Source: an optimization exercise on an open RTL-to-GDS flow (aim: small area, a short achievable clock period and few clock cycles per item). Production flows keep margins and buffers that such runs may drop.
The RTL was checked by simulation tests, not by an equivalence proof against the original design.
Power figures rest on the tool's default switching activity, not on a simulated workload.

$ cat design/flow/run.sh
#!/bin/bash
# synth_recipe.tcl (not shown) runs the flow's synth.tcl, then flattens the netlist and writes it again
# the make line also repeats each setting of config.mk as NAME=value (left out here)
make -C /OpenROAD-flow-scripts/flow DESIGN_CONFIG=/design/flow/config.mk WORK_HOME=/design/flow/orfs CLKGATE_MAP_FILE= SYNTH_SCRIPT=/design/flow/synth_recipe.tcl finish
$ cat design/flow/design.v
`default_nettype none
module bias_relu #(
  parameter int ROWS    = 4,
  parameter int COLS    = 4,
  parameter int RELU_EN = 1
) (
  input  logic                              clk,
  input  logic                              rst,
  input  logic                              enable,
  input  logic [ROWS-1:0][COLS-1:0][31:0]   matrix_in,
  input  logic [ROWS-1:0][31:0]             bias,
  output logic [ROWS-1:0][COLS-1:0][31:0]   result,
  output logic                              busy,
  output logic                              done
);
  logic done_q;
  always_ff @(posedge clk) begin
    if (rst) done_q <= 1'b0;
    else     done_q <= enable;
  end
  assign busy = 1'b0;
  assign done = done_q;
  for (genvar i = 0; i < ROWS * COLS; i++) begin : g_elem
    logic [31:0] e, b;
    logic [32:0] sum;
    logic [30:0] res_q;
    assign e   = matrix_in[(i / COLS)][(i % COLS)];
    assign b   = bias[(i / COLS)];
    assign sum = {e[31], e} + {b[31], b};
    always_ff @(posedge clk) begin
      if (!done_q) begin
        if (sum[32])      res_q <= '0;             
        else if (sum[31]) res_q <= {31{1'b1}};     
        else              res_q <= sum[30:0];
      end
    end
    assign result[(i / COLS)][(i % COLS)] = {1'b0, res_q};
  end
endmodule
`default_nettype wire
$ cat design/flow/config.mk
export PLATFORM = sky130hd
export DESIGN_NAME = bias_relu
export DESIGN_NICKNAME = bias_relu
export VERILOG_FILES = /design/flow/design.v
export SDC_FILE = /design/flow/constraint.sdc
export NUM_CORES = 4
export LEC_CHECK = 0
export CAP_MARGIN = 20
export CORE_MARGIN = 2
export CORE_UTILIZATION = 35
export SLEW_MARGIN = 20
$ cat design/flow/constraint.sdc
create_clock -name core_clock -period 6.5 [get_ports {clk}]
set_input_delay 1.3000 -clock core_clock [delete_from_list [all_inputs] [get_ports {clk}]]
set_output_delay 1.3000 -clock core_clock [all_outputs]
set_load 0.01 [all_outputs]
==> impl_metrics.xml <==
<?xml version="1.0" encoding="UTF-8"?>
<metrics>
  <group name="critical_path">
    <metric name="critPathKind" unit="">input pin to register</metric>
    <metric name="worstPathMaxFanout" unit="">28</metric>
    <metric name="cp-start-kind" unit="">input pin</metric>
    <metric name="critical_path.reg2reg.startpoint" unit="">done_q</metric>
    <metric name="critical_path.reg2reg.endpoint" unit="">g_elem[13].res_q[0]</metric>
    <metric name="r2r_cells" unit="">3</metric>
    <metric name="worst-endpoint-arrival" unit="ns">5.42</metric>
    <metric name="worst_ep_required_time" unit="ns">6.86</metric>
    <metric name="worst-r2r-setup-slack" unit="ns">4.19</metric>
    <metric name="timing.critical_path.to_type" unit="">register</metric>
  </group>
  <group name="timing">
    <metric name="max_slew.worst_pin.slew" unit="ns">1.15</metric>
    <metric name="period_minus_slack" unit="ns">5.06</metric>
    <metric name="timing.final.hold_violations" unit="">0</metric>
    <metric name="report.final.setup_viol" unit="">0</metric>
    <metric name="fin_crit_sh" unit="%">77.9</metric>
    <metric name="relSlewSlack" unit="%">23.3</metric>
    <metric name="tns" unit="ns">0</metric>
    <metric name="worst_clock_skew" unit="ns">0.0109</metric>
    <metric name="maxClockFrequency" unit="MHz">197</metric>
    <metric name="report.final.slew_viol_count" unit="">0</metric>
    <metric name="rsz0062_at_grt" unit="">false</metric>
  </group>
  <group name="clocking">
    <metric name="cts_htree_levels" unit="">3</metric>
    <metric name="cts_setup_buffers" unit="">0</metric>
    <metric name="root_buffer" unit="">sky130_fd_sc_hd__clkbuf_16</metric>
    <metric name="ctsHoldBuffers" unit="">0</metric>
    <metric name="cts.reportedPaths.clkPinSlew" unit="ns">0.05</metric>
    <metric name="tritoncts" unit="">yes</metric>
    <metric name="cts_inserted_buffers" unit="">68</metric>
    <metric name="post_cts_resize_count" unit="">0</metric>
    <metric name="clock_latency" unit="ns">0.64</metric>
    <metric name="tritoncts_num_sinks" unit="">497</metric>
    <metric name="cts_buffer_depth" unit="">3</metric>
  </group>
  <group name="routing">
    <metric name="drc_errors" unit="">0</metric>
    <metric name="detail_route.first_pass.iterations" unit="">6</metric>
    <metric name="route.antenna.remaining_nets" unit="">0</metric>
    <metric name="viasPerCell" unit="">5.62</metric>
    <metric name="drt-initial-drc-count" unit="">3028</metric>
    <metric name="route.detailed.wl_per_inst" unit="µm">26.6</metric>
    <metric name="vias" unit="">40700</metric>
    <metric name="routed_wl" unit="µm">193000</metric>
  </group>
  <group name="synthesis">
    <metric name="mappedNetlistArea" unit="µm²">42500</metric>
    <metric name="synth_compound_area_share" unit="%">27.0</metric>
    <metric name="synthArstFlopShare" unit="%">0</metric>
    <metric name="post_synth_and_or_nand_nor_area_fraction" unit="%">9.33</metric>
    <metric name="seq_area_frac_synth" unit="%">35.1</metric>
    <metric name="postSynthAreaPerCell" unit="µm²">9.53</metric>
    <metric name="synth-warning-count" unit="">1</metric>
    <metric name="dominant_combinational_cell_family_by_area_after_synthesis" unit="">compound AO/OA/AOI/OAI gates</metric>
    <metric name="synth.most_common_cell" unit="">sky130_fd_sc_hd__a21oi_1</metric>
    <metric name="most_instantiated_cells_after_synthesis" unit="">877 x sky130_fd_sc_hd__a21oi_1, 512 x sky130_fd_sc_hd__ha_1, 496 x sky130_fd_sc_hd__edfxtp_1</metric>
    <metric name="synth_enable_flop_cells" unit="">496</metric>
    <metric name="synthMuxAreaShare" unit="%">0.141</metric>
    <metric name="synth_top_area_share" unit="%">35.1</metric>
    <metric name="synth.distinct_cells" unit="">93</metric>
    <metric name="synthFlopType" unit="">sky130_fd_sc_hd__edfxtp_1</metric>
    <metric name="yosys-top-cells-area" unit="">sky130_fd_sc_hd__edfxtp_1 35%, sky130_fd_sc_hd__ha_1 15%, sky130_fd_sc_hd__a21oi_1 10%, sky130_fd_sc_hd__xor2_1 5.1%, sky130_fd_sc_hd__a21o_1 4.7%</metric>
    <metric name="xor_xnor_cell_area_share_of_the_yosys_netlist" unit="%">9.49</metric>
    <metric name="synth-adder-area-share" unit="%">15.8</metric>
    <metric name="ys_ff_latch" unit="">497</metric>
    <metric name="syn_inst" unit="">4453</metric>
    <metric name="synth_area_leader_cell" unit="">sky130_fd_sc_hd__edfxtp_1</metric>
  </group>
  <group name="power">
    <metric name="power-per-cell-area" unit="nW/µm²">254</metric>
    <metric name="power.total" unit="mW">14.7</metric>
    <metric name="peakVddDrop" unit="mV">0.178</metric>
    <metric name="power_leakage" unit="nW">23.5</metric>
  </group>
  <group name="global_route">
    <metric name="grt_max_degree" unit="">159</metric>
    <metric name="grt_pass1_vias" unit="">39700</metric>
    <metric name="global_route_usage_sum" unit="%">29.8</metric>
    <metric name="grt_antenna_before_repair" unit="">58</metric>
    <metric name="grt_overflow" unit="">0</metric>
    <metric name="grt_pass1_wl" unit="µm">273000</metric>
  </group>
  <group name="die">
    <metric name="die_width" unit="µm">352</metric>
    <metric name="io_pins" unit="">1157</metric>
    <metric name="dieHeight" unit="µm">352</metric>
    <metric name="initial_core_utilization" unit="%">35.3</metric>
    <metric name="row_count" unit="">127</metric>
    <metric name="floorplan.core_area" unit="µm²">120000</metric>
    <metric name="die_area" unit="µm²">124000</metric>
  </group>
  <group name="run_status">
    <metric name="outcome" unit="">no timing/DRC/antenna violations</metric>
  </group>
  <group name="worst_hold_path">
    <metric name="hold_class" unit="">register to register</metric>
    <metric name="timing.hold.worst.start" unit="">done_q</metric>
    <metric name="hold_depth" unit="">1</metric>
    <metric name="min_to" unit="">g_elem[1].res_q[12]</metric>
  </group>
  <group name="layout">
    <metric name="fillCellCount" unit="">11400</metric>
    <metric name="final_net_count" unit="">6724</metric>
    <metric name="layout-area-overhead-vs-synth" unit="%">36.6</metric>
    <metric name="finish.instance_area" unit="µm²">58000</metric>
    <metric name="post_route_cells_drive_above_1_share" unit="%">4.01</metric>
  </group>
  <group name="place">
    <metric name="buffer_ports.inserted" unit="">1139</metric>
    <metric name="dpl-instance-area" unit="µm²">55700</metric>
    <metric name="place.detailed.hpwl" unit="µm">160000</metric>
    <metric name="gp_congestion" unit="">0.992</metric>
  </group>
  <group name="flow_run">
    <metric name="timing.max_cap.violations" unit="">0</metric>
  </group>
</metrics>
metrics by stage:
step           setup slack [ns]  hold WS, ns  instances  util, %
3_5_place_dp              0.838        0.697       7095     46.4
3_3_place_gp              0.911        0.700       7095     46.4
2_1_floorplan             -1.69         1.36       4469        -
6_report                   1.44        0.705       7249     48.3
5_1_grt                    1.14        0.752       7245     48.2
4_1_cts                    1.48        0.716       7218     48.2
report_power, final:
part / total (mW) / leakage [nW] / internal (mW) / switching, mW
Clock: 3.77 / 1.05 / 2.19 / 1.59
Combinational: 6.20 / 17.4 / 2.86 / 3.34
Sequential: 4.77 / 5.06 / 4.46 / 0.318
worst max-delay path, stage by stage:
cell	delay, ns
sky130_fd_sc_hd__clkdlybuf4s50_1	0.73
sky130_fd_sc_hd__fa_1	0.59
sky130_fd_sc_hd__a21o_1	0.20
sky130_fd_sc_hd__a21oi_1	0.26
sky130_fd_sc_hd__o21ai_1	0.14
sky130_fd_sc_hd__a2111oi_2	0.43
sky130_fd_sc_hd__o31ai_1	0.26
sky130_fd_sc_hd__a31o_2	0.32
sky130_fd_sc_hd__a21oi_1	0.20
sky130_fd_sc_hd__o21ai_1	0.18
sky130_fd_sc_hd__a221oi_4	0.32
sky130_fd_sc_hd__buf_4	0.36
sky130_fd_sc_hd__a21oi_1	0.11
final cells by class:
cell class	instances	area, µm²	share of cell area (%)
clock buffer	90	1870	3.22
inverter	132	499	0.861
timing repair buffer	1182	11800	20.3
antenna	31	77.6	0.134
clock inverter	33	298	0.514
multi-input combinational	3672	26500	45.7
sequential	497	14900	25.7
tap	1612	2020	3.48
how the worst max path moves through the flow:
stage	from	end	slack, ns	cells past startpoint
2_1_floorplan	done_q	g_elem[0].res_q[0]	-1.69	1
3_3_place_gp	bias[65]	g_elem[9].res_q[8]	0.91	13
3_5_place_dp	bias[96]	g_elem[12].res_q[9]	0.84	14
4_1_cts	bias[96]	g_elem[12].res_q[7]	1.48	14
5_1_grt	bias[96]	g_elem[12].res_q[13]	1.14	14
6_report	bias[65]	g_elem[9].res_q[18]	1.44	13
placed cells by master (no fill, tap or decap), types with 52 or more instances in the layout:
cell,instances
sky130_fd_sc_hd__clkdlybuf4s50_1,1139
sky130_fd_sc_hd__o21a_1,85
sky130_fd_sc_hd__nor2_1,172
sky130_fd_sc_hd__o21ai_0,214
sky130_fd_sc_hd__nand2_1,205
sky130_fd_sc_hd__o21bai_1,52
sky130_fd_sc_hd__ha_1,512
sky130_fd_sc_hd__nand3_1,97
sky130_fd_sc_hd__inv_1,131
sky130_fd_sc_hd__xnor2_1,209
sky130_fd_sc_hd__edfxtp_1,496
sky130_fd_sc_hd__nand2b_1,52
sky130_fd_sc_hd__xor2_1,236
sky130_fd_sc_hd__nand4_1,52
sky130_fd_sc_hd__clkbuf_16,71
sky130_fd_sc_hd__a21o_1,267
sky130_fd_sc_hd__a21oi_1,877
sky130_fd_sc_hd__a31oi_1,64
metal layers:
layer	GRT usage, %	share of wire, %	vias up
met2	50.2	48	1660
met3	6.87	7.5	391
met1	35.2	39	19400
li1	-	-	19200
met4	15.5	5.4	36
met5	0	0.13	-
flip-flops by register name, summed over array words and instances (netlist names):
name          flops
g_elem.res_q    496
done_q            1
cells by family (layout without fill, tap and decap cells):
family                   after synthesis  in the layout
other                                  1             48
AO/OA/AOI/OAI                       1860           1860
flip-flops                           497            497
buffers and inverters                300           1437
multiplexers                           6              6
AND/OR/NAND/NOR                      802            802
XOR/XNOR                             459            459
adder cells (fa/ha/maj)              528            528
Testbench counts, summed over its fixed seeds: cycles 3,192, items 1,600.

## port drivers added, routing unchanged
Ports are ideal in the flow. The routed layout listed here was re-timed in OpenROAD.
Step 1 (the two cells are an assumption about what drives the block):
set clk [get_ports {clk}]
set_driving_cell -lib_cell sky130_fd_sc_hd__clkbuf_16 $clk
set_driving_cell -lib_cell sky130_fd_sc_hd__buf_2 [delete_from_list [all_inputs] $clk]
Step 2 moves the port delays by t, midway between the first and last clock arrival at a register: inputs arrive t later, outputs are due t later. That takes back most of the time a late clock gives input paths.
Three values: ideal ports, drivers, drivers and shift; two values: the first two.
t (ns): 0.702
setup WS [ns]: 1.436 / 1.489 / 0.787
worst setup path after step 2: input to register
latest minus earliest clock arrival (ns): 0.021 / 0.021
slew at the worst register clock pin (ns): 0.07 / 0.07
After both steps setup and hold are still met in this run. The setup slack of this run moves by +0.053 ns with the drivers and by -0.649 ns with both steps.
